From an optimization exercise on the open Yosys and OpenROAD flow, aimed at small area and a short achievable clock period; shortcuts taken in it are not production practice. At most, simulation tests tie the RTL to the original design; equivalence was not proved. Only the layout flow was run in runs 3 to 6; the RTL was not checked for function there. Power figures rest on the tool's default switching activity, not on a simulated workload.

## flow/design.v

```verilog
module pipelined_div #(
   parameter int unsigned N = 16,
   parameter int unsigned D = 16
) (
   input  logic         clk,
   input  logic         rst,
   input  logic         ce,
   input  logic         in_valid,
   input  logic [N-1:0] dividend,
   input  logic [D-1:0] divisor,
   output logic         out_valid,
   output logic [N-1:0] quotient,
   output logic [D-1:0] remainder
);
   logic [N:0] vld_q;
   always_ff @(posedge clk) begin
      if (!rst) vld_q <= '0;
      else if (ce) vld_q <= {vld_q[N-1:0], in_valid};
   end
   logic [N-1:0] dq_q0;
   logic [D-1:0] div_q0;
   always_ff @(posedge clk) begin
      if (ce) begin
         dq_q0  <= dividend;
         div_q0 <= divisor;
      end
   end
   genvar k;
   generate
      for (k = 0; k < int'(N); k++) begin : g_stage
         logic [N-1:0] dq_in;
         logic [D-1:0] div_in;
         logic [k:0]   trial;
         logic         hi_zero;
         logic         fits;
         logic [k:0]   rem_d;
         logic [N-1:0] dq_d;
         if (k == 0) begin : g_first
            assign dq_in  = dq_q0;
            assign div_in = div_q0;
            assign trial  = ~dq_in[N-1];
         end else begin : g_next
            assign dq_in  = g_stage[k-1].dq_q;
            assign div_in = g_stage[k-1].div_q;
            assign trial  = {g_stage[k-1].rem_q, ~dq_in[N-1]};
         end
         if (k + 1 < int'(D)) begin : g_hi
            assign hi_zero = ~|div_in[D-1:k+1];
         end else begin : g_nohi
            assign hi_zero = 1'b1;
         end
         div_step #(.W(k + 1)) u_step (
            .t    (trial),
            .d    (div_in[k:0]),
            .hz   (hi_zero),
            .fits (fits),
            .rem  (rem_d)
         );
         assign dq_d  = {dq_in[N-2:0], fits};
         logic [k:0]   rem_q;
         logic [N-1:0] dq_q;
         logic [D-1:0] div_q;
         if (k + 1 < int'(N)) begin : g_mid
            always_ff @(posedge clk) begin
               if (ce) begin
                  rem_q <= rem_d;   
                  dq_q  <= dq_d;
                  div_q <= div_in;
               end
            end
         end else begin : g_last
            always_ff @(posedge clk) begin
               if (!rst) begin
                  rem_q <= '0;
                  dq_q  <= '0;
               end else if (ce) begin
                  rem_q <= ~rem_d;
                  dq_q  <= dq_d;
               end
            end
            assign div_q = '0;
         end
      end
   endgenerate
   assign out_valid = vld_q[N];
   assign quotient  = g_stage[N-1].dq_q;
   assign remainder = g_stage[N-1].rem_q;
endmodule
module div_step #(
   parameter int W = 16
) (
   input  logic [W-1:0] t,
   input  logic [W-1:0] d,
   input  logic         hz,
   output logic         fits,
   output logic [W-1:0] rem
);
   localparam int L = (W > 8) ? 4 : (W > 4) ? 3 : (W > 2) ? 2 : 1;
   logic [W-1:0] gg, pp, gt, pt;
   logic [W:0]   b;
   always_comb begin
      gg = t & d;
      pp = t | d;
      for (int l = 0; l < L; l++) begin
         for (int i = 0; i < W; i++) begin
            if ((i + 1) % (2 << l) == 0) begin
               gg[i] = gg[i] | (pp[i] & gg[i-(1<<l)]);
               pp[i] = pp[i] & pp[i-(1<<l)];
            end
         end
      end
      for (int l = L - 2; l >= 0; l--) begin
         for (int i = 0; i < W; i++) begin
            if ((i + 1) % (2 << l) == (1 << l) && i >= (2 << l)) begin
               gg[i] = gg[i] | (pp[i] & gg[i-(1<<l)]);
               pp[i] = pp[i] & pp[i-(1<<l)];
            end
         end
      end
      gt = t & d;
      pt = t | d;
      for (int l = 0; l < L; l++) begin
         for (int i = 0; i < W; i += (2 << l)) begin
            if (i + (1 << l) < W) begin
               gt[i + (1 << l)] = gt[i + (1 << l)] | (pt[i + (1 << l)] & gt[i]);
               pt[i + (1 << l)] = pt[i + (1 << l)] & pt[i];
               gt[i] = gt[i + (1 << l)];
               pt[i] = pt[i + (1 << l)];
            end
         end
      end
      b = {gg, 1'b0};
      fits = hz & ~gt[0];
      rem = t ^ ({W{fits}} & (d ^ b[W-1:0]));
   end
endmodule
```

## flow/flow/run.sh

```bash
#!/bin/bash
# The standard layout, with plain buffers (not delay cells) on the ports.
set -euo pipefail
export BUFFER_PORTS_ARGS="-buffer_cell sky130_fd_sc_hd__buf_2"
bash standard.sh > standard.log 2>&1
```

## flow/standard.sh

```bash
#!/bin/bash
# synth_recipe.tcl (not shown) runs the flow's synth.tcl, then flattens the netlist and writes it again
# the make line also repeats each setting of config.mk as NAME=value (left out here)
make -C /OpenROAD-flow-scripts/flow DESIGN_CONFIG=/design/flow/config.mk WORK_HOME=/design/flow/orfs CLKGATE_MAP_FILE= SYNTH_SCRIPT=/design/flow/synth_recipe.tcl "${@:-finish}"
```

## flow/config.mk

```make
export PLATFORM = sky130hd
export DESIGN_NAME = pipelined_div
export DESIGN_NICKNAME = pipelined_div
export VERILOG_FILES = /design/flow/design.v
export SDC_FILE = /design/flow/constraint.sdc
export NUM_CORES = 4
export LEC_CHECK = 0
export ABC_AREA = 1
export CAP_MARGIN = 20
export CORE_MARGIN = 2
export CORE_UTILIZATION = 55
export CTS_BUF_LIST = sky130_fd_sc_hd__clkbuf_16
export CTS_CLUSTER_DIAMETER = 100
export CTS_CLUSTER_SIZE = 25
export PLACE_DENSITY = 0.7
export SETUP_SLACK_MARGIN = 1.8
export SLEW_MARGIN = 20
```

## flow/constraint.sdc

```tcl
create_clock -name core_clock -period 4.0 [get_ports {clk}]
set_input_delay 0.8000 -clock core_clock [delete_from_list [all_inputs] [get_ports {clk}]]
set_output_delay 0.8000 -clock core_clock [all_outputs]
set_load 0.01 [all_outputs]
```

==> results of run 1 <==
==> per-layer routing <==
layer | vias to the layer above | global-route usage (%) | routed length, um
met2 | 216 | 30.93 | 22290
met5 | - | 0 | 0
met4 | 0 | 5.533 | 1327
met3 | 97 | 2.008 | 1018
met1 | 7150 | 13.69 | 14310
li1 | 7578 | - | -
==> flip-flops by register name (all words and copies together), names as in the netlist <==
name	flops
g_stage.div_q	240
g_stage.dq_q	256
g_stage.rem_q	136
div_q0	16
vld_q	17
dq_q0	16
==> layout make-up <==
| cell class | instances | area (sq um) |
|---|---|---|
| Clock buffer | 31 | 775.7 |
| Clock inverter | 14 | 66.31 |
| Fill cell | 3567 | 18970 |
| Inverter | 188 | 730.7 |
| Multi-Input combinational cell | 1233 | 6523 |
| Sequential cell | 681 | 19960 |
| Tap cell | 622 | 778.2 |
| Timing Repair Buffer | 122 | 839.6 |
| Timing Repair inverter | 1 | 6.256 |
==> per-stage QoR <==
step | hold WS (ns) | utilization (%) | instance area (sq um)
after floorplan | 0.4003 | - | 26990
final | 0.3773 | 61.01 | 29680
after global routing | 0.3450 | 61.01 | 29680
after global placement | 0.4007 | 57.80 | 28120
after detailed placement | 0.4045 | 57.80 | 28120
after CTS | 0.3420 | 59.74 | 29060
==> report_power, final <==
| part | internal, mW | total (mW) | switching [mW] |
|---|---|---|---|
| registers | 8.27 | 8.50 | 0.226 |
| logic | 0.417 | 1.13 | 0.713 |
| clock network | 1.41 | 3.40 | 1.99 |
==> cells in the final DEF, fill, tap and decap left out, drive strengths merged <==
cell type  count
a21o           4
or2           24
nor4          22
a31o           4
clkinv         4
a21oi         63
and3           1
buf          121
o21ai        103
edfxtp       632
nand2        409
nand3        104
nor3          12
o21a           1
xor2          86
o221ai         1
o22ai          1
nand3b         4
dfxtp         49
o21bai        17
o31ai          1
a31oi         14
inv          199
and2           4
xnor2         52
a221oi         2
a21boi         6
nand4         17
clkbuf        32
nor2         281
==> kinds of logic (layout without fill, tap and decap cells) <==
| logic type | after synthesis | in the layout | share of synthesized area, % |
|---|---|---|---|
| xor+xnor | 138 | 138 | 4.478 |
| buf+inv | 208 | 356 | 3.032 |
| compound gates | 215 | 217 | 4.506 |
| simple gates | 876 | 878 | 14.04 |
| flops | 681 | 681 | 73.94 |
==> how the worst min path moves through the flow <==
stage	start	endpoint	slack, ns	cells past startpoint
3_5_place_dp	dq_q0[9]	g_stage[0].dq_q[10]	0.40	0
2_1_floorplan	dq_q0[9]	g_stage[0].dq_q[10]	0.40	0
5_1_grt	dividend[12]	dq_q0[12]	0.34	1
3_3_place_gp	dq_q0[7]	g_stage[0].dq_q[8]	0.40	0
4_1_cts	dividend[12]	dq_q0[12]	0.34	1
6_report	divisor[1]	div_q0[1]	0.38	1
==> worst reg2reg max path, stage by stage (launching register included) <==
cell	delay, ns
edfxtp_1	0.45
inv_1	0.08
nand2_1	0.10
nand2_2	0.10
nor2_1	0.05
nor2_2	0.13
inv_1	0.08
a21oi_2	0.19
nand2_4	0.07
nor2_4	0.19
clkbuf_16	0.21
nand3_1	0.09
nand2_1	0.08
nand2_1	0.05
==> what timing repair did <==
action | in CTS | in global routing
setup endpoints to repair | 62 | 105
gates resized for setup | 8 | 87
endpoints found under the hold margin | 0 | 0
hold buffers | 0 | 0
cloned | 1 | 5
setup buffers | 5 | 37
pin swaps | 3 | 23
==> flow_summary.yaml, run 1 <==
yosys:
  synthTopCellsByArea: "edfxtp_1, nand2_1, nor2_1, dfxtp_1, xor2_1"
  yosysMostFrequentCell: "edfxtp_1"
  synth_commonest_cells: "edfxtp_1, nand2_1, nor2_1"
  ys_types: 46
  synth_seq_cells: 681
  synth_nets: 2154
  synth_enable_flop_cells: 632
  yosysWarnings: 17
  synth_ff_type: "edfxtp_1"
  yosysSeqAreaShare_pct: 73.94
  synthesis.area_sq_um: 26990
  avgSynthCellArea_sq_um: 12.74
  synth_cells: 2118
  async_flop_share_pct: 0
  synth_top_area_share_pct: 70.31
  yosys.area.top_type: "edfxtp_1"
worst_setup_path:
  r2r-end: "g_stage[14].rem_q[11]"
  path_buf_inv: 3
  critPathCapture: "g_stage[14].rem_q[11]"
  crit_family: "simple AND/OR/NAND/NOR gates"
  crit_top_cell: "nand2_1"
  startpoint_type: "flop"
  crit_type: "flop to flop"
  worstRegToRegCells: 13
  worstPathCellList: "inv_1 -> nand2_1 -> nand2_2 -> nor2_1 -> nor2_2 -> inv_1 -> a21oi_2 -> nand2_4 -> nor2_4 -> clkbuf_16 -> nand3_1 -> nand2_1 -> nand2_1"
  crit_path_max_fanout: 7
  cp.arrival_ns: 2.47
  required_ns: 4.37
  cpMaxStageDelayCell: "edfxtp_1"
  setup.worst_path.start: "g_stage[13].div_q[10]"
  cpPeakStageDelay_ns: 0.45
  end_kind: "flop"
  rrSetupSlack_ns: 1.90
  cp.depth: 13
  reg2reg_from: "g_stage[13].div_q[10]"
sta:
  max_freq_mhz: 475.6
  min_period_over_period_pct: 52.56
  slew_violations: 0
  worst_slew_pin_slew_ns: 0.8350
  skew_ns: 0.02245
  setup_violations: 0
  fin_setup_tns_ns: 0
  rsz0062_at_grt: "true"
  setup_ws_ns: 1.898
  finalCriticalPeriod_ns: 2.102
  max-slew-margin-rel_pct: 44.33
  hold_violations: 0
detailed_routing:
  drt_iter0_drc: 782
  viasPerCell: 5.201
  routed-via-count: 15040
  drt-pass1-iter-count: 5
  ant_nets: 0
  routed_wl_mm: 38.95
  wire_per_inst_um: 13.47
  post-route-drc-count: 0
placement:
  place_congestion: 0.8249
  place_ws_ns: 1.265
  dpl.hpwl_mm: 24.75
  port_buffers: 68
  place_inst: 2799
final_layout:
  area_delta_synth_final_pct: 9.952
  final_cells: 2892
  final_layout_size_suffix_gt1_share_pct: 13.08
  diodes: 0
  fin_nets: 2294
grt:
  antenna_found_initial: 0
  grt_pass1_wl_mm: 61.73
  grt_usage_pct: 14.60
  globalRouteOverflowTotal: 0
  grt_pass1_vias: 14840
  grt_start_max_net_pins: 164
pwr:
  power_density_nw_per_um2: 438.9
  irDropWorstVdd_v: 0.0004111
  power_leakage_nw: 11.46
  finalPower_mw: 13.03
worst_hold_path:
  hold_path.class: "input pin to flop"
floorplanning:
  initial_core_util_pct: 55.49
  die_h_um: 225.5
  design.core.area_sq_um: 48650
  fp.dieArea_sq_um: 50860
  boundaryPins: 69
  die_w_um: 225.5
  fp-row-count: 81
clock_tree:
  clkLatencyLatePin_ns: 0.61
  clock_path_buffers: 3
  cts.sinks: 681
  cts-buffers-inserted: 31
  cts-htree-levels: 1
  cts.clk_slew.worst_paths_ns: 0.09
  cts_tree: "done"
  cts_root_buf: "clkbuf_16"
run_status:
  status: "finished clean"
job:
  maxCapViolCount: 0
==> inputs of run 2 (changes only) <==
--- a/flow/config.mk
+++ b/flow/config.mk
@@ -9,9 +9,9 @@
 export CAP_MARGIN = 20
 export CORE_MARGIN = 2
-export CORE_UTILIZATION = 55
+export CORE_UTILIZATION = 60
 export CTS_BUF_LIST = sky130_fd_sc_hd__clkbuf_16
 export CTS_CLUSTER_DIAMETER = 100
 export CTS_CLUSTER_SIZE = 25
-export PLACE_DENSITY = 0.7
+export PLACE_DENSITY = 0.72
 export SETUP_SLACK_MARGIN = 1.8
 export SLEW_MARGIN = 20
==> run 2 against run 1 <==
  * Still clean on timing, DRC and antenna
  * Critical path depth is 3 higher
  * Sequential power hardly changed
  * Utilization is 5.7 points higher
  * Power hardly changed
  * Hold slack worse by 0.016 ns
  * Combinational power hardly changed
  * First-iteration DRC count is 3.6% higher
  * Highest routed layer unchanged
==> flow_summary.yaml, run 2 <==
final_layout:
  final_layout_size_suffix_gt1_share_pct: 12.40
  nFillCells: 3153
  final_common_cell: "edfxtp_1"
  fin_nets: 2291
  diodes: 0
  largest_register: "g_stage.dq_q"
  seq_area_sq_um: 19960
  reg_top3: "g_stage.dq_q x256, g_stage.div_q x240, g_stage.rem_q x136"
  multi_input_comb_area_sq_um: 6449
  area_delta_synth_final_pct: 9.530
  largest_register_ffs: 256
  final_cell_mix: "edfxtp_1, nand2_1, nor2_1"
pwr:
  irDropWorstVdd_v: 0.0004865
  power_leakage_nw: 11.44
  power_density_nw_per_um2: 440.4
  finalPower_mw: 13.02
clock_tree:
  clkLatencyLatePin_ns: 0.61
  cts_tree: "done"
  cts.clk_slew.worst_paths_ns: 0.10
  cts.sinks: 681
  cts-htree-levels: 1
  cts-buffers-inserted: 31
  clock_path_buffers: 3
  cts_root_buf: "clkbuf_16"
detailed_routing:
  routed-via-count: 15090
  drt_iter0_drc: 810
  drt-pass1-iter-count: 5
  wire_per_inst_um: 13.79
  viasPerCell: 5.279
  post-route-drc-count: 0
  ant_nets: 0
  routed_wl_mm: 39.42
worst_setup_path:
  crit_top_cell: "nand2_1"
  reg2reg_from: "g_stage[9].div_q[0]"
  path_buf_inv: 2
  startpoint_type: "flop"
  end_kind: "flop"
  crit_path_max_fanout: 8
  cpMaxStageDelayCell: "edfxtp_1"
  setup.worst_path.start: "g_stage[9].div_q[0]"
  cpPeakStageDelay_ns: 0.44
  required_ns: 4.38
  crit_type: "flop to flop"
  worstPathCellList: "nand2_2 -> nand2_1 -> nand2_1 -> nand2_2 -> nand2_1 -> nand2_2 -> inv_2 -> o21ai_4 -> nand2_2 -> nand2_4 -> nand2_4 -> nand3_4 -> inv_6 -> nand3_1 -> nand2_1 -> nand2_1"
  crit_family: "simple AND/OR/NAND/NOR gates"
  cp.arrival_ns: 2.48
yosys:
  ys_types: 46
  yosysMostFrequentCell: "edfxtp_1"
  synth_top_area_share_pct: 70.31
  yosysWarnings: 17
  yosys.area.top_type: "edfxtp_1"
  synthesis.area_sq_um: 26990
  yosysSeqAreaShare_pct: 73.94
  synthTopCellsByArea: "edfxtp_1, nand2_1, nor2_1, dfxtp_1, xor2_1"
  synth_ff_type: "edfxtp_1"
  synth_commonest_cells: "edfxtp_1, nand2_1, nor2_1"
  synth_seq_cells: 681
  synth_nets: 2154
  synth_cells: 2118
  async_flop_share_pct: 0
  synth_enable_flop_cells: 632
  avgSynthCellArea_sq_um: 12.74
worst_hold_path:
  min-delay-start: "divisor[11]"
  hold_path.class: "input pin to flop"
sta:
  whs_ns: 0.3615
  max_freq_mhz: 474.8
  rsz0062_at_grt: "true"
  finalCriticalPeriod_ns: 2.106
  setup_ws_ns: 1.894
  hold_violations: 0
  worst_slew_pin_slew_ns: 0.7934
  fin_setup_tns_ns: 0
  skew_ns: 0.01699
  setup_violations: 0
  min_period_over_period_pct: 52.66
  max-slew-margin-rel_pct: 47.10
  slew_violations: 0
grt:
  grt_start_max_net_pins: 105
  grt_pass1_vias: 15070
  globalRouteOverflowTotal: 0
  grt_usage_pct: 16.65
  antenna_found_initial: 0
  grt_pass1_wl_mm: 64.93
floorplanning:
  fp.dieArea_sq_um: 46700
  die_h_um: 216.1
  design.core.area_sq_um: 44320
  die_w_um: 216.1
  initial_core_util_pct: 60.91
  fp-row-count: 77
  boundaryPins: 69
job:
  maxCapViolCount: 0
placement:
  place_ws_ns: 1.499
  place_congestion: 0.7965
  dpl.hpwl_mm: 26.11
  port_buffers: 68
run_status:
  status: "finished clean"
==> run 2: cell counts after synthesis <==
Identical to the previous run, type by type.
==> run 2: cell type report <==
type,count,area share [%]
well taps,592,2.505
repair buffers,121,2.789
clock buffers,31,2.624
repair inverters,1,0.02116
multi-input cells,1231,21.81
flip-flops and latches,681,67.51
clock inverters,14,0.2497
inverters,188,2.488
==> run 2: kinds of logic (layout without fill, tap and decap cells) <==
kind of cell,Yosys count,after routing,share of synthesized area [%]
compound gates,215,215,4.506
xor+xnor,138,138,4.478
buf+inv,208,355,3.032
flops,681,681,73.94
simple gates,876,878,14.04
==> run 2: power breakdown <==
part | internal, mW | total (mW) | switching [mW]
clock network | 1.41 | 3.42 | 2.00
logic | 0.408 | 1.10 | 0.692
registers | 8.27 | 8.50 | 0.231
==> run 2: worst register-to-register path, stage by stage (launching register included) <==
cell and delay (ns):
edfxtp_1 0.44, nand2_2 0.10, nand2_1 0.07, nand2_1 0.10, nand2_2 0.07, nand2_1 0.08, nand2_2 0.07, inv_2 0.07
o21ai_4 0.07, nand2_2 0.11, nand2_4 0.08, nand2_4 0.10, nand3_4 0.14, inv_6 0.16, nand3_1 0.08, nand2_1 0.07
nand2_1 0.05
==> run 2: worst paths after layout <==
path | to | slack (ns) | cells after the start
setup reg to reg | g_stage[10].rem_q[9] | 1.89 | 16
hold reg to reg | g_stage[1].dq_q[7] | 0.40 | 0
setup / recovery | g_stage[10].rem_q[9] | 1.89 | 16
hold / removal | div_q0[11] | 0.36 | 1
==> run 2: what timing repair did <==
action | 4_1_cts | 5_1_grt
hold buffers | 0 | 0
setup endpoints to repair | 54 | 104
pin swaps | 3 | 15
cloned | 0 | 4
buffers inserted | 8 | 25
resized for setup | 10 | 65
==> run 2: per-stage QoR <==
step | area, sq um | std cells | util, %
after global placement | 28170 | 2777 | 63.55
after floorplan | 26990 | 2118 | -
after global routing | 29560 | 2859 | 66.71
final | 29560 | 2859 | 66.71
after CTS | 29150 | 2830 | 65.77
after detailed placement | 28170 | 2777 | 63.55
==> run 2: routing by layer <==
metal / wire length, um / share of wire, % / GRT usage (%) / up-vias
met2: 22990 / 58 / 34.69 / 234
met3: 1111 / 2.8 / 2.161 / 93
met1: 14140 / 36 / 16.66 / 7200
met4: 1173 / 3.0 / 5.320 / 0
met5: 0 / 0 / 0 / -
li1: - / - / - / 7566
==> inputs of run 3 (changes only) <==
--- a/flow/design.v
+++ b/flow/design.v
@@ -97,23 +97,19 @@
 );
    localparam int L = (W > 8) ? 4 : (W > 4) ? 3 : (W > 2) ? 2 : 1;
-   logic [W-1:0] gg, pp, gt, pt;
+   logic [W-1:0] gg, pp, gt, pt, g0, p0;
+   logic         bg, bp;
    logic [W:0]   b;
    always_comb begin
-      gg = t & d;
-      pp = t | d;
-      for (int l = 0; l < L; l++) begin
-         for (int i = 0; i < W; i++) begin
-            if ((i + 1) % (2 << l) == 0) begin
-               gg[i] = gg[i] | (pp[i] & gg[i-(1<<l)]);
-               pp[i] = pp[i] & pp[i-(1<<l)];
-            end
-         end
-      end
-      for (int l = L - 2; l >= 0; l--) begin
-         for (int i = 0; i < W; i++) begin
-            if ((i + 1) % (2 << l) == (1 << l) && i >= (2 << l)) begin
-               gg[i] = gg[i] | (pp[i] & gg[i-(1<<l)]);
-               pp[i] = pp[i] & pp[i-(1<<l)];
-            end
+      g0 = t & d;
+      p0 = t | d;
+      gg[0] = g0[0];
+      for (int i = 1; i < W; i++) begin
+         if (i % 4 == 0) begin
+            bg = g0[i-1] | (p0[i-1] & g0[i-2]) | (p0[i-1] & p0[i-2] & g0[i-3])
+                 | (p0[i-1] & p0[i-2] & p0[i-3] & g0[i-4]);
+            bp = p0[i-1] & p0[i-2] & p0[i-3] & p0[i-4];
+            gg[i] = g0[i] | (p0[i] & (bg | (bp & ((i >= 8) ? gg[i-5] : 1'b0))));
+         end else begin
+            gg[i] = g0[i] | (p0[i] & gg[i-1]);
          end
       end
--- a/flow/config.mk
+++ b/flow/config.mk
@@ -9,9 +9,9 @@
 export CAP_MARGIN = 20
 export CORE_MARGIN = 2
-export CORE_UTILIZATION = 60
+export CORE_UTILIZATION = 55
 export CTS_BUF_LIST = sky130_fd_sc_hd__clkbuf_16
 export CTS_CLUSTER_DIAMETER = 100
 export CTS_CLUSTER_SIZE = 25
-export PLACE_DENSITY = 0.72
+export PLACE_DENSITY = 0.7
 export SETUP_SLACK_MARGIN = 1.8
 export SLEW_MARGIN = 20
==> run 3 against run 2 <==
  * Cell count up 3.3%
  * Critical path depth decreased by 2
  * Sequential power is essentially flat
  * Clock skew decreased by 0.0053 ns
  * Critical endpoint is now g_stage[11].rem_q[10]
  * Largest cell class unchanged
==> flow_summary.yaml, run 3 <==
grt:
  antenna_found_initial: 0
  grt_most_used_layer: "met2"
  globalRouteOverflowTotal: 0
  grt_pass1_wl_mm: 65.83
  grt_pass1_vias: 14910
  grt_usage_pct: 15.73
  use_met3_pct: 2.060
  use_met2_pct: 32.67
  grt_start_max_net_pins: 92
  grt.met1_usage_pct: 15.60
placement:
  place_congestion: 0.8400
  place_area_sq_um: 28600
  port_buffers: 68
  dpl.hpwl_mm: 27.58
floorplanning:
  die_w_um: 226.7
  boundaryPins: 69
  design.core.area_sq_um: 48950
  fp.dieArea_sq_um: 51410
  initial_core_util_pct: 55.74
  fp-row-count: 81
  die_h_um: 226.7
clock_tree:
  cts_tree: "done"
  cts_root_buf: "clkbuf_16"
  cts-buffers-inserted: 31
  clock_path_buffers: 3
  cts.clk_slew.worst_paths_ns: 0.10
  clkLatencyLatePin_ns: 0.61
  cts.sinks: 681
  cts-htree-levels: 1
  postCtsHoldBufs: 0
final_layout:
  diodes: 0
  fin_util_pct: 61.40
  largest_register: "g_stage.dq_q"
  final_layout_size_suffix_gt1_share_pct: 14.25
  area_delta_synth_final_pct: 10.15
  final_common_cell: "edfxtp_1"
  fin_nets: 2312
  largest_register_ffs: 256
  final_cell_mix: "edfxtp_1, nand2_1, nor2_1"
  fin_area_sq_um: 30060
  reg_top3: "g_stage.dq_q x256, g_stage.div_q x240, g_stage.rem_q x136"
run_status:
  status: "finished clean"
yosys:
  synth_ff_type: "edfxtp_1"
  ys_types: 55
  async_flop_share_pct: 0
  avgSynthCellArea_sq_um: 12.78
  synth_nets: 2171
  synth_commonest_cells: "edfxtp_1, nand2_1, nor2_1"
  yosysWarnings: 17
  synth_seq_cells: 681
  yosysMostFrequentCell: "edfxtp_1"
  synthesis.area_sq_um: 27290
  yosysSeqAreaShare_pct: 73.14
  synth_cells: 2135
  yosys.area.top_type: "edfxtp_1"
  synth_top_area_share_pct: 69.55
  synthTopCellsByArea: "edfxtp_1, nand2_1, dfxtp_1, nor2_1, xor2_1"
  synth_enable_flop_cells: 632
worst_hold_path:
  hold_depth: 1
  hold_path.class: "input pin to flop"
  hold_end: "div_q0[11]"
  min-delay-start: "divisor[11]"
sta:
  max_freq_mhz: 468.4
  whs_ns: 0.3639
  worst_slew_pin_slew_ns: 0.7962
  hold_violations: 0
  slew_violations: 0
  finalCriticalPeriod_ns: 2.135
  max-slew-margin-rel_pct: 46.92
  skew_ns: 0.01167
  rsz0062_at_grt: "true"
  fin_setup_tns_ns: 0
  min_period_over_period_pct: 53.38
  setup_violations: 0
pwr:
  power_density_nw_per_um2: 434.2
  irDropWorstVdd_v: 0.0003619
  power_leakage_nw: 11.54
  finalPower_mw: 13.05
detailed_routing:
  routed-via-count: 15270
  drt-pass1-iter-count: 8
  drt_iter0_drc: 852
  ant_nets: 0
  wire_per_inst_um: 14.00
  routed_wl_mm: 41.33
  viasPerCell: 5.172
  post-route-drc-count: 0
worst_setup_path:
  startpoint_type: "flop"
  reg2reg_from: "g_stage[10].rem_q[2]"
  crit_type: "flop to flop"
  r2r-end: "g_stage[11].rem_q[10]"
  rrSetupSlack_ns: 1.86
  worstRegToRegCells: 14
  crit_path_max_fanout: 5
  cp.arrival_ns: 2.50
  end_kind: "flop"
  required_ns: 4.37
job:
  maxCapViolCount: 0
## run 3: changes by cell type after synthesis, moves of 11 or more
| cell | change |
|---|---|
| inv_1 | +12 |
| nor2_2 | +11 |
| a21oi_1 | -27 |
| nand2_2 | -13 |
| nand3b_1 | +17 |
| nand4_1 | +16 |
| nor2_1 | -31 |
## run 3: power breakdown
part	switching, mW	total [mW]	internal, mW	leakage [nW]
registers	0.234	8.51	8.27	6.61
logic	0.711	1.13	0.420	4.48
clock network	2.00	3.41	1.41	0.455
total	2.95	13.1	10.1	11.5
## run 3: cell type report
cell class / count / area (sq um)
repair inverters: 2 / 12.51
flip-flops and latches: 681 / 19960
inverters: 202 / 790.8
clock inverters: 14 / 70.07
multi-input cells: 1236 / 6738
fillers: 3665 / 18890
repair buffers: 122 / 880.8
clock buffers: 31 / 775.7
well taps: 664 / 830.8
## run 3: cell families after synthesis
family,count (synthesis),synth area share [%]
flip-flops,681,73.14
AO/OA/AOI/OAI,200,4.328
AND/OR/NAND/NOR,904,15.19
XOR/XNOR,130,4.173
buffers and inverters,220,3.168
## run 3: critical path, cell delays in order (launching register included)
cell,delay [ns]
edfxtp_1,0.44
inv_1,0.08
nand2_1,0.09
a31oi_2,0.23
nand2_2,0.10
o21ai_2,0.09
nand2_2,0.10
nand2_2,0.09
nand2_4,0.07
nand3_4,0.09
nand3_4,0.14
clkinv_4,0.14
nand3_2,0.09
nand2_1,0.08
nand2_1,0.05
## run 3: worst max-delay path by stage
stage                         start                    end  slack [ns]  depth (start not counted)
5_1_grt        g_stage[12].rem_q[0]   g_stage[13].rem_q[1]        1.72                         12
2_1_floorplan  g_stage[13].div_q[6]   g_stage[14].rem_q[1]        2.15                          9
3_3_place_gp                     ce   g_stage[15].rem_q[2]        1.60                          6
4_1_cts        g_stage[13].dq_q[15]  g_stage[14].rem_q[12]        1.81                         13
3_5_place_dp                     ce   g_stage[15].rem_q[4]        1.59                          6
6_report       g_stage[10].rem_q[2]  g_stage[11].rem_q[10]        1.86                         14
## run 3: metrics by stage
stage | worst slack, ns | instances
final | 1.865 | 2952
after floorplan | 2.152 | 2135
after detailed placement | 1.588 | 2866
after global routing | 1.719 | 2952
after global placement | 1.596 | 2866
after CTS | 1.808 | 2912
## run 3: timing repair
item,CTS,global route
gates resized for setup,4,80
setup endpoints to repair,9,83
pin swaps,0,22
gates cloned,0,4
setup buffers,1,36
## run 3: layer usage
layer	up-vias	part of all wire, %
met1	7273	36
met4	0	3.5
li1	7679	-
met2	228	58
met5	-	0
met3	87	2.6
==> inputs of run 4 (changes only) <==
==> flow/design.v (replaced) <==
module pipelined_div #(
   parameter int unsigned N = 16,
   parameter int unsigned D = 16
) (
   input  logic         clk,
   input  logic         rst,
   input  logic         ce,
   input  logic         in_valid,
   input  logic [N-1:0] dividend,
   input  logic [D-1:0] divisor,
   output logic         out_valid,
   output logic [N-1:0] quotient,
   output logic [D-1:0] remainder
);
   logic [N:0] vld_q;
   always_ff @(posedge clk) begin
      if (!rst) vld_q <= '0;
      else if (ce) vld_q <= {vld_q[N-1:0], in_valid};
   end
   logic [N-1:0] dq_q0;
   logic [D-1:0] div_q0;
   always_ff @(posedge clk) begin
      if (ce) begin
         dq_q0  <= dividend;
         div_q0 <= divisor;
      end
   end
   genvar k;
   generate
      for (k = 0; k < int'(N); k++) begin : g_stage
         logic [N-1:0] dq_in;
         logic [D-1:0] div_in;
         logic [k:0]   trial;
         logic         hi_zero;
         logic [k+1:0] diff;
         logic         fits;
         logic [k:0]   rem_d;
         logic [N-1:0] dq_d;
         if (k == 0) begin : g_first
            assign dq_in  = dq_q0;
            assign div_in = div_q0;
            assign trial  = dq_in[N-1];
         end else begin : g_next
            assign dq_in  = g_stage[k-1].dq_q;
            assign div_in = g_stage[k-1].div_q;
            assign trial  = {g_stage[k-1].rem_q, dq_in[N-1]};
         end
         if (k + 1 < int'(D)) begin : g_hi
            assign hi_zero = ~|div_in[D-1:k+1];
         end else begin : g_nohi
            assign hi_zero = 1'b1;
         end
         assign diff  = {1'b0, trial} - {1'b0, div_in[k:0]};
         assign fits  = hi_zero & ~diff[k+1];
         assign rem_d = fits ? diff[k:0] : trial;
         assign dq_d  = {dq_in[N-2:0], fits};
         logic [k:0]   rem_q;
         logic [N-1:0] dq_q;
         logic [D-1:0] div_q;
         if (k + 1 < int'(N)) begin : g_mid
            always_ff @(posedge clk) begin
               if (ce) begin
                  rem_q <= rem_d;
                  dq_q  <= dq_d;
                  div_q <= div_in;
               end
            end
         end else begin : g_last
            always_ff @(posedge clk) begin
               if (!rst) begin
                  rem_q <= '0;
                  dq_q  <= '0;
               end else if (ce) begin
                  rem_q <= rem_d;
                  dq_q  <= dq_d;
               end
            end
            assign div_q = '0;
         end
      end
   endgenerate
   assign out_valid = vld_q[N];
   assign quotient  = g_stage[N-1].dq_q;
   assign remainder = g_stage[N-1].rem_q;
endmodule
==> flow/run.sh (new file) <==
#!/bin/bash
# synth_recipe.tcl (not shown) runs the flow's synth.tcl, then flattens the netlist and writes it again
# the make line also repeats each setting of config.mk as NAME=value (left out here)
make -C /OpenROAD-flow-scripts/flow DESIGN_CONFIG=/design/flow/config.mk WORK_HOME=/design/flow/orfs CLKGATE_MAP_FILE= SYNTH_SCRIPT=/design/flow/synth_recipe.tcl finish
==> flow/config.mk (replaced) <==
export PLATFORM = sky130hd
export DESIGN_NAME = pipelined_div
export DESIGN_NICKNAME = pipelined_div
export VERILOG_FILES = /design/flow/design.v
export SDC_FILE = /design/flow/constraint.sdc
export NUM_CORES = 4
export LEC_CHECK = 0
export CAP_MARGIN = 20
export CORE_MARGIN = 2
export CORE_UTILIZATION = 40
export SLEW_MARGIN = 20
removed: flow/flow/run.sh
removed: flow/standard.sh
==> run 4 against run 3 <==
  * Die area rose by 42%
  * Power is 24% higher
  * Hold slack better by 0.049 ns
  * Combinational power rose by 32%
  * Utilization shrank 15 points
  * Critical path type unchanged
  * Sequential cell count did not move
  * Fmax down 35%
  * Critical path depth is 3 lower
  * Setup slack got worse by 1.1 ns
  * Non-clock buffer count down 27
  * Highest routed layer unchanged
  * Still clean on timing, DRC and antenna
  * Via count is 3.9% lower
==> flow_summary.yaml, run 4 <==
yosys:
  synth_nets: 2054
  synth_xor_area_share_pct: 2.563
  ys_types: 75
  yosysWarnings: 1
  synth_top_area_share_pct: 66.90
  yosysMostFrequentCell: "edfxtp_1"
  synthSimpleGateAreaFrac_pct: 5.897
  synth_seq_cells: 681
  yosysSeqAreaShare_pct: 70.36
  synth_ff_type: "edfxtp_1"
  avgSynthCellArea_sq_um: 15.19
  synth_commonest_cells: "edfxtp_1, inv_1, ha_1"
  async_flop_share_pct: 0
  synth_compound_area_share_pct: 7.159
  yosys.area.top_type: "edfxtp_1"
  synthTopCellsByArea: "edfxtp_1, ha_1, dfxtp_1, inv_1, mux2_2"
  synth_mux_area_share_pct: 4.181
  synthesis.area_sq_um: 28370
  synthAdderAreaFrac_pct: 7.013
  synth_top_family_by_area: "compound AO/OA/AOI/OAI gates"
  synth_cells: 1868
  synth_enable_flop_cells: 632
final_layout:
  final_cell_mix: "edfxtp_1, inv_1, ha_1"
  largest_register_ffs: 256
  largest_register: "g_stage.dq_q"
  area_delta_synth_final_pct: 14.97
  reg_top3: "g_stage.dq_q x256, g_stage.div_q x240, g_stage.rem_q x136"
  final_common_cell: "edfxtp_1"
  final_layout_size_suffix_gt1_share_pct: 9.637
  diodes: 0
  fin_nets: 2198
clock_tree:
  postCtsHoldBufs: 0
  cts_resized: 0
  cts_root_buf: "clkbuf_16"
  cts.clk_slew.worst_paths_ns: 0.06
  cts_setup_buffers: 0
  cts-buffers-inserted: 72
  cts-htree-levels: 3
  clock_path_buffers: 3
  cts.sinks: 681
  clkLatencyLatePin_ns: 0.59
  cts_tree: "done"
worst_setup_path:
  required_ns: 4.41
  rrSetupSlack_ns: 0.73
  startpoint_type: "flop"
  crit_path_max_fanout: 18
  crit_type: "flop to flop"
  end_kind: "flop"
  cp.arrival_ns: 3.69
sta:
  hold_violations: 0
  rsz0062_at_grt: "false"
  slew_violations: 0
  setup_violations: 0
  skew_ns: 0.01951
  min_period_over_period_pct: 81.80
  worst_slew_pin_slew_ns: 0.8501
  fin_setup_tns_ns: 0
  max-slew-margin-rel_pct: 43.12
  max_freq_mhz: 305.6
  finalCriticalPeriod_ns: 3.272
floorplanning:
  fp.dieArea_sq_um: 73060
  boundaryPins: 69
  die_w_um: 270.3
  fp-row-count: 97
  initial_core_util_pct: 40.44
  die_h_um: 270.3
  design.core.area_sq_um: 70150
detailed_routing:
  wire_per_inst_um: 14.09
  post-route-drc-count: 0
  routed_wl_mm: 42.33
  drt_iter0_drc: 706
  viasPerCell: 4.881
  routed-via-count: 14670
  drt-pass1-iter-count: 5
  ant_nets: 0
grt:
  antenna_found_initial: 0
  grt_pass1_wl_mm: 70.64
  grt_pass1_vias: 15230
  grt_usage_pct: 11.63
  globalRouteOverflowTotal: 0
  grt_start_max_net_pins: 114
placement:
  dpl.hpwl_mm: 28.66
  place_congestion: 0.8324
  port_buffers: 68
job:
  maxCapViolCount: 0
pwr:
  power_density_nw_per_um2: 496.1
  finalPower_mw: 16.18
  irDropWorstVdd_v: 0.0004028
  power_leakage_nw: 12.32
run_status:
  status: "finished clean"
worst_hold_path:
  hold_path.class: "flop to flop"
==> run 4: changes by cell type after synthesis, sizes merged, moves of 23 or more <==
cell / change
nand2b: +23
or2: -32
nor2b: +61
nand2: -324
nand4: -29
a21oi: +54
nand3: -112
mux2i: +51
ha: +135
nor2: -183
xor2: -54
mux2: +60
a21o: +24
==> run 4: cells by family after synthesis <==
kind of cell             Yosys count
AO/OA/AOI/OAI                    317
flip-flops                       681
adder cells (fa/ha/maj)          150
multiplexers                     111
XOR/XNOR                          83
buffers and inverters            205
AND/OR/NAND/NOR                  321
==> run 4: worst paths after layout <==
kind,endpoint,start,cells past startpoint
worst max-delay path,g_stage[14].rem_q[14],g_stage[13].div_q[1],11
worst min-delay path,g_stage[4].dq_q[15],g_stage[3].dq_q[14],0
worst max register to register,g_stage[14].rem_q[14],g_stage[13].div_q[1],11
worst min register to register,g_stage[4].dq_q[15],g_stage[3].dq_q[14],0
==> run 4: stage by stage <==
stage          hold slack, ns  util [%]  cell area, sq um  cells  setup WS [ns]
4_1_cts                0.4134     46.49             32610   3005         0.6900
6_report               0.4127     46.49             32610   3005         0.7281
5_1_grt                0.4191     46.49             32610   3005         0.4883
3_3_place_gp           0.4004     43.34             30410   2878         0.7933
3_5_place_dp           0.4045     43.34             30410   2878         0.7001
2_1_floorplan          0.4003         -             28370   1868         0.9329
==> run 4: cell type report <==
cell class              count  area [sq um]
inverters                 180         675.6
repair buffers             95         988.4
flip-flops and latches    681         19960
clock inverters            25         206.4
well taps                 940          1176
clock buffers             102          1998
fillers                  6128         37540
multi-input cells         982          7610
==> run 4: power breakdown <==
group,switching [mW],total (mW),internal [mW]
registers,0.183,8.47,8.28
logic,0.816,1.49,0.669
clock network,2.56,6.23,3.67
==> run 4: layer usage <==
metal	GRT usage, %	part of all wire [%]
met3	2.507	3.4
met2	22.59	55
met4	4.725	3.3
met5	0	0
met1	11.98	39
==> run 4: worst max-delay path, stage by stage, from the launching register on <==
cell      delay, ns
edfxtp_1       0.43
inv_1          0.09
ha_1           0.21
nor2b_1        0.14
o31a_1         0.28
nor3_1         0.28
o21ai_1        0.19
a221o_1        0.35
a31oi_2        0.61
buf_4          0.29
nor2_1         0.06
a32oi_1        0.18
==> inputs of run 5 (changes only) <==
--- a/flow/config.mk
+++ b/flow/config.mk
@@ -9,3 +9,4 @@
 export CORE_MARGIN = 2
 export CORE_UTILIZATION = 40
+export SETUP_SLACK_MARGIN = 2.2
 export SLEW_MARGIN = 20
==> run 5 against run 4 <==
  * Still clean on timing, DRC and antenna
  * Sequential cell count is the same
  * Non-clock buffer count rose by 156
  * Hold slack gained 0.0012 ns
  * Sequential share of layout area is 4.8 points lower
  * First-iteration DRC count fell by 12%
  * Global-route usage grew 1.1 points
  * Combinational power is 36% higher
  * Utilization up 4.1 points
  * Cell count grew 5.4%
  * Cell area increased by 8.8%
  * Synthesized cell count unchanged
  * Count of clock-buffer cells in the layout down 12
  * Largest cell class unchanged
==> flow_summary.yaml, run 5 <==
run_status:
  status: "finished clean"
sta:
  hold_violations: 0
  rsz0062_at_grt: "true"
  worst_slew_pin_slew_ns: 0.7936
  skew_ns: 0.01638
  max-slew-margin-rel_pct: 46.77
  setup_violations: 0
  fin_setup_tns_ns: 0
  max_freq_mhz: 340.8
  slew_violations: 0
  finalCriticalPeriod_ns: 2.934
  min_period_over_period_pct: 73.35
floorplanning:
  fp.dieArea_sq_um: 73060
  fp-row-count: 97
  die_w_um: 270.3
  die_h_um: 270.3
  design.core.area_sq_um: 70150
  initial_core_util_pct: 40.44
  boundaryPins: 69
final_layout:
  fin_nets: 2358
  fin_area_sq_um: 35480
  largest_register: "g_stage.dq_q"
  nFillCells: 5831
  final_cell_mix: "edfxtp_1, inv_1, ha_1"
  area_delta_synth_final_pct: 25.08
  diodes: 0
  largest_register_ffs: 256
  reg_top3: "g_stage.dq_q x256, g_stage.div_q x240, g_stage.rem_q x136"
  final_layout_size_suffix_gt1_share_pct: 27.92
  final_common_cell: "edfxtp_1"
  final_cells: 3168
yosys:
  synthesis.area_sq_um: 28370
  synth_commonest_cells: "edfxtp_1, inv_1, ha_1"
  ys_types: 75
  synth_seq_cells: 681
  avgSynthCellArea_sq_um: 15.19
  synthTopCellsByArea: "edfxtp_1, ha_1, dfxtp_1, inv_1, mux2_2"
  synth_ff_type: "edfxtp_1"
  synth_top_area_share_pct: 66.90
  synth_xor_area_share_pct: 2.563
  synth_nets: 2054
  yosysSeqAreaShare_pct: 70.36
  yosysMostFrequentCell: "edfxtp_1"
  synth_mux_area_share_pct: 4.181
  synth_top_family_by_area: "compound AO/OA/AOI/OAI gates"
  synthSimpleGateAreaFrac_pct: 5.897
  yosysWarnings: 1
  async_flop_share_pct: 0
  yosys.area.top_type: "edfxtp_1"
  synth_enable_flop_cells: 632
  synth_compound_area_share_pct: 7.159
  synth_cells: 1868
  synthAdderAreaFrac_pct: 7.013
detailed_routing:
  drt_iter0_drc: 618
  viasPerCell: 4.851
  post-route-drc-count: 0
  ant_nets: 0
  routed-via-count: 15370
  wire_per_inst_um: 14.68
  drt-pass1-iter-count: 5
  routed_wl_mm: 46.52
pwr:
  p_clk_share_pct: 37.8
  p_sw_mw: 3.868
  internal-power_mw: 13.03
  p_comb_share_pct: 12.0
  power_leakage_nw: 13.60
  seqPwrFrac_pct: 50.2
  power_density_nw_per_um2: 476.2
  irDropWorstVdd_v: 0.0003660
  p_sw_share_pct: 22.89
placement:
  dpl.hpwl_mm: 28.87
  place_congestion: 0.7949
  place_area_sq_um: 30720
  port_buffers: 68
  place_inst: 2877
clock_tree:
  clkLatencyLatePin_ns: 0.61
  clock_path_buffers: 3
  cts-htree-levels: 3
  postCtsHoldBufs: 0
  cts.clk_slew.worst_paths_ns: 0.06
  cts-buffers-inserted: 73
  cts_tree: "done"
  cts.sinks: 681
  cts_root_buf: "clkbuf_16"
grt:
  grt_pass1_wl_mm: 76.31
  grt_usage_pct: 12.68
  antenna_found_initial: 0
  grt_start_max_net_pins: 126
  grt_pass1_vias: 16120
  globalRouteOverflowTotal: 0
worst_setup_path:
  startpoint_type: "flop"
  cp.arrival_ns: 3.28
  crit_type: "flop to flop"
  end_kind: "flop"
  required_ns: 4.34
  crit_path_max_fanout: 7
job:
  maxCapViolCount: 0
worst_hold_path:
  hold_path.class: "flop to flop"
run 5: cell counts after synthesis:
No cell type changed its count.
run 5: what timing repair did:
action                                  in CTS  in global routing
setup buffers                              113                 37
pin swaps                                   69                 51
endpoints found under the setup margin     182                182
cloned                                      10                  0
resized for setup                          353                100
run 5: layout make-up:
| cell class | count | area, sq um | area share [%] |
|---|---|---|---|
| clock buffers | 90 | 1984 | 5.593 |
| flip-flops and latches | 681 | 20000 | 56.37 |
| repair buffers | 251 | 2575 | 7.257 |
| clock inverters | 41 | 320.3 | 0.9027 |
| inverters | 180 | 685.7 | 1.932 |
| multi-input cells | 985 | 8740 | 24.63 |
| well taps | 940 | 1176 | 3.315 |
run 5: critical path, cell delays in order, from the launching register on:
cell and delay (ns):
edfxtp_1 0.39, ha_2 0.20, fa_2 0.35, nor2b_2 0.13
o21ai_2 0.08, o21ai_2 0.21, a31oi_4 0.12, nand4b_4 0.19
a2111oi_4 0.37, buf_4 0.18, buf_8 0.12, mux2_2 0.33
run 5: metrics by stage:
stage	hold slack, ns	setup slack (ns)	utilization, %	power, mW
after floorplan	0.4003	1.086	-	9.653
after global placement	0.4005	0.9818	43.79	10.09
after detailed placement	0.4045	0.9025	43.79	10.17
after CTS	0.4124	1.050	49.63	16.98
after global routing	0.4179	0.9131	50.58	17.64
final	0.4139	1.066	50.58	16.90
run 5: logic make-up after synthesis:
family	after synthesis
flops	681
simple gates	321
compound gates	317
buf+inv	205
fa+ha+maj	150
mux	111
xor+xnor	83
run 5: worst paths after layout:
path / from / to / slack [ns] / cells past startpoint
setup / recovery: g_stage[12].div_q[0] / g_stage[13].rem_q[6] / 1.07 / 11
hold / removal: g_stage[12].dq_q[10] / g_stage[13].dq_q[11] / 0.41 / 0
setup reg to reg: g_stage[12].div_q[0] / g_stage[13].rem_q[6] / 1.07 / 11
hold reg to reg: g_stage[12].dq_q[10] / g_stage[13].dq_q[11] / 0.41 / 0
run 5: per-layer routing:
metal / share of wire [%] / track usage (%)
met1: 37 / 12.95
met2: 56 / 24.61
met3: 3.3 / 2.694
met4: 3.6 / 5.525
met5: 0 / 0
run 5: power groups by stage:
stage	combinational (mW)	clock [mW]	sequential, mW
2_1_floorplan	1.09	0	8.56
3_3_place_gp	1.49	0	8.61
3_5_place_dp	1.55	0	8.62
4_1_cts	1.90	6.60	8.49
5_1_grt	2.22	6.88	8.53
6_report	2.03	6.38	8.49
==> inputs of run 6 (changes only) <==
--- a/flow/config.mk
+++ b/flow/config.mk
@@ -9,4 +9,4 @@
 export CORE_MARGIN = 2
 export CORE_UTILIZATION = 40
-export SETUP_SLACK_MARGIN = 2.2
+export SETUP_SLACK_MARGIN = 1.5
 export SLEW_MARGIN = 20
==> run 6 against run 5 <==
  * Cell area decreased by 2.2%
  * Non-clock buffer count decreased by 56
  * Count of clock-buffer cells in the layout increased by 3
  * Sequential power about the same
  * Critical path depth unchanged
  * Utilization decreased by 1.1 points
  * Wire length decreased by 2.0%
  * Critical path type unchanged
  * Critical endpoint unchanged
  * Highest routed layer unchanged
==> flow_summary.yaml, run 6 <==
worst_setup_path:
  startpoint_type: "flop"
  path_buf_inv: 2
  crit_path_max_fanout: 13
  cpPeakStageDelay_ns: 0.36
  worstPathCellList: "inv_1 -> ha_2 -> fa_2 -> nor2b_1 -> o21ai_1 -> o21ai_2 -> a31oi_2 -> nand4b_4 -> a2111oi_4 -> buf_6 -> mux2_2"
  crit_type: "flop to flop"
  crit_family: "compound AO/OA/AOI/OAI gates"
  cp.arrival_ns: 3.26
  cpMaxStageDelayCell: "edfxtp_1"
  required_ns: 4.34
  end_kind: "flop"
placement:
  place_inst: 2872
  place_area_sq_um: 30440
  place_ws_ns: 0.9066
  port_buffers: 68
  dpl.hpwl_mm: 28.36
  place_congestion: 0.8164
yosys:
  synth_seq_cells: 681
  yosysMostFrequentCell: "edfxtp_1"
  synthesis.area_sq_um: 28370
  yosys.area.top_type: "edfxtp_1"
  ys_types: 75
  yosysWarnings: 1
  synth_nets: 2054
  synth_top_area_share_pct: 66.90
  async_flop_share_pct: 0
  avgSynthCellArea_sq_um: 15.19
  synthTopCellsByArea: "edfxtp_1, ha_1, dfxtp_1, inv_1, mux2_2"
  synth_enable_flop_cells: 632
  synth_cells: 1868
  synth_commonest_cells: "edfxtp_1, inv_1, ha_1"
  synth_ff_type: "edfxtp_1"
  yosysSeqAreaShare_pct: 70.36
clock_tree:
  postCtsHoldBufs: 0
  cts.sinks: 681
  cts.clk_slew.worst_paths_ns: 0.06
  cts_root_buf: "clkbuf_16"
  clock_path_buffers: 3
  cts-buffers-inserted: 72
  cts-htree-levels: 3
  clkLatencyLatePin_ns: 0.60
  cts_tree: "done"
final_layout:
  largest_register: "g_stage.dq_q"
  diodes: 0
  nFillCells: 5891
  final_cell_mix: "edfxtp_1, inv_1, ha_1"
  final_layout_size_suffix_gt1_share_pct: 21.60
  final_cells: 3111
  largest_register_ffs: 256
  final_common_cell: "edfxtp_1"
  fin_nets: 2301
  area_delta_synth_final_pct: 22.32
  fin_area_sq_um: 34700
  reg_top3: "g_stage.dq_q x256, g_stage.div_q x240, g_stage.rem_q x136"
sta:
  finalCriticalPeriod_ns: 2.920
  hold_violations: 0
  setup_ws_ns: 1.080
  skew_ns: 0.01438
  max_freq_mhz: 342.5
  setup_violations: 0
  fin_setup_tns_ns: 0
  worst_slew_pin_slew_ns: 0.8035
  max-slew-margin-rel_pct: 46.43
  min_period_over_period_pct: 73.00
  rsz0062_at_grt: "true"
  slew_violations: 0
floorplanning:
  design.core.area_sq_um: 70150
  die_w_um: 270.3
  fp.dieArea_sq_um: 73060
  fp-row-count: 97
  die_h_um: 270.3
  boundaryPins: 69
  initial_core_util_pct: 40.44
detailed_routing:
  drt-pass1-iter-count: 5
  wire_per_inst_um: 14.65
  routed_wl_mm: 45.57
  viasPerCell: 4.907
  drt_iter0_drc: 733
  post-route-drc-count: 0
  ant_nets: 0
  routed-via-count: 15270
pwr:
  power_density_nw_per_um2: 492.0
  irDropWorstVdd_v: 0.0002770
  power_leakage_nw: 13.14
grt:
  grt_pass1_vias: 15950
  antenna_found_initial: 0
  grt_start_max_net_pins: 128
  globalRouteOverflowTotal: 0
  grt_pass1_wl_mm: 74.80
  grt_usage_pct: 12.45
worst_hold_path:
  hold_path.class: "flop to flop"
run_status:
  status: "finished clean"
job:
  maxCapViolCount: 0
run 6: cell count changes in the layout (fill, tap and decap cells not counted), moves of 7 or more:
cell / delta
mux2_4: -21
clkdlybuf4s50_1: +33
buf_12: -7
mux2_2: +19
clkinv_2: -8
dfxtp_2: -33
dfxtp_1: +33
buf_6: -46
buf_4: -37
o21ai_0: +9
run 6: per-stage QoR:
| step | utilization, % | total power [mW] | hold WS, ns |
|---|---|---|---|
| floorplan | - | 9.614 | 0.4003 |
| global placement | 43.40 | 10.04 | 0.4004 |
| detailed placement | 43.40 | 10.12 | 0.4045 |
| CTS | 48.71 | 17.18 | 0.4136 |
| global route | 49.46 | 17.82 | 0.4178 |
| finish | 49.46 | 17.07 | 0.4130 |
run 6: cells by family after synthesis:
family                   after synthesis  synth area share (%)
multiplexers                         111                 4.181
XOR/XNOR                              83                 2.563
buffers and inverters                205                 2.827
adder cells (fa/ha/maj)              150                 7.013
flip-flops                           681                 70.36
AO/OA/AOI/OAI                        317                 7.159
AND/OR/NAND/NOR                      321                 5.897
run 6: path summary, 6_finish.rpt:
check | endpoint | start | slack, ns | depth (start not counted)
hold / removal | g_stage[1].dq_q[5] | g_stage[0].dq_q[4] | 0.41 | 0
setup / recovery | g_stage[13].rem_q[6] | g_stage[12].dq_q[15] | 1.08 | 11
setup reg to reg | g_stage[13].rem_q[6] | g_stage[12].dq_q[15] | 1.08 | 11
hold reg to reg | g_stage[1].dq_q[5] | g_stage[0].dq_q[4] | 0.41 | 0
run 6: layout make-up:
class	count	area, sq um	share of cell area, %
clock buffers	93	1941	5.593
repair buffers	195	1974	5.690
flip-flops and latches	681	19960	57.52
well taps	940	1176	3.389
clock inverters	37	452.9	1.305
inverters	180	680.7	1.962
multi-input cells	985	8516	24.54
run 6: per-layer routing:
metal / routed length [um] / track usage, % / vias up
li1: - / - / 7442
met4: 1941 / 5.612 / 0
met2: 25550 / 24.54 / 264
met1: 16530 / 12.31 / 7407
met5: 0 / 0 / -
met3: 1552 / 2.658 / 153
run 6: power by group:
| part | internal, mW | switching [mW] | total [mW] |
|---|---|---|---|
| Clock | 4.03 | 2.65 | 6.68 |
| Combinational | 0.923 | 0.996 | 1.92 |
| Sequential | 8.28 | 0.190 | 8.47 |
run 6: repair_timing:
| item | in CTS | in global routing |
|---|---|---|
| setup endpoints to repair | 128 | 126 |
| gates resized for setup | 171 | 95 |
| endpoints found under the hold margin | 0 | 0 |
| gates cloned | 9 | 0 |
| pin swaps | 67 | 55 |
| buffers inserted | 78 | 22 |

static timing again, ports no longer ideal:
The results above use ideal ports. As a check the final layouts listed here were re-extracted and re-timed, cells and wires unchanged.
Step 1, drivers: a clkbuf_16 drives clk and a buf_2 each remaining input, both assumed.
Step 2 also shifts input and output timing later by t, the mid clock arrival at the registers, as if the neighbouring blocks saw the same clock.
a / b / c = ideal ports / drivers / drivers and shift; a / b = the first two.
run | t, ns | setup WS [ns] | hold slack, ns | worst setup path after step 2 | worst register clock-pin slew, ns
run 1 | 0.645 | 1.898 / 1.898 / 1.373 | 0.377 / 0.346 / 0.408 | input to register | 0.10 / 0.10
run 2 | 0.659 | 1.894 / 1.894 / 1.611 | 0.361 / 0.329 / 0.402 | input to register | 0.11 / 0.11
run 3 | 0.655 | 1.865 / 1.865 / 1.591 | 0.364 / 0.332 / 0.413 | input to register | 0.10 / 0.10
run 4 | 0.637 | 0.728 / 0.728 / 0.728 | 0.413 / 0.413 / 0.413 | register to register | 0.06 / 0.06
run 5 | 0.651 | 1.066 / 1.066 / 1.066 | 0.414 / 0.414 / 0.414 | register to register | 0.06 / 0.06
run 6 | 0.649 | 1.080 / 1.080 / 1.080 | 0.413 / 0.413 / 0.413 | register to register | 0.06 / 0.06
After both steps setup and hold are still met in every run listed. The setup slack of run 1, which loses most, moves by 0.000 ns with the drivers and by -0.525 ns with both steps.
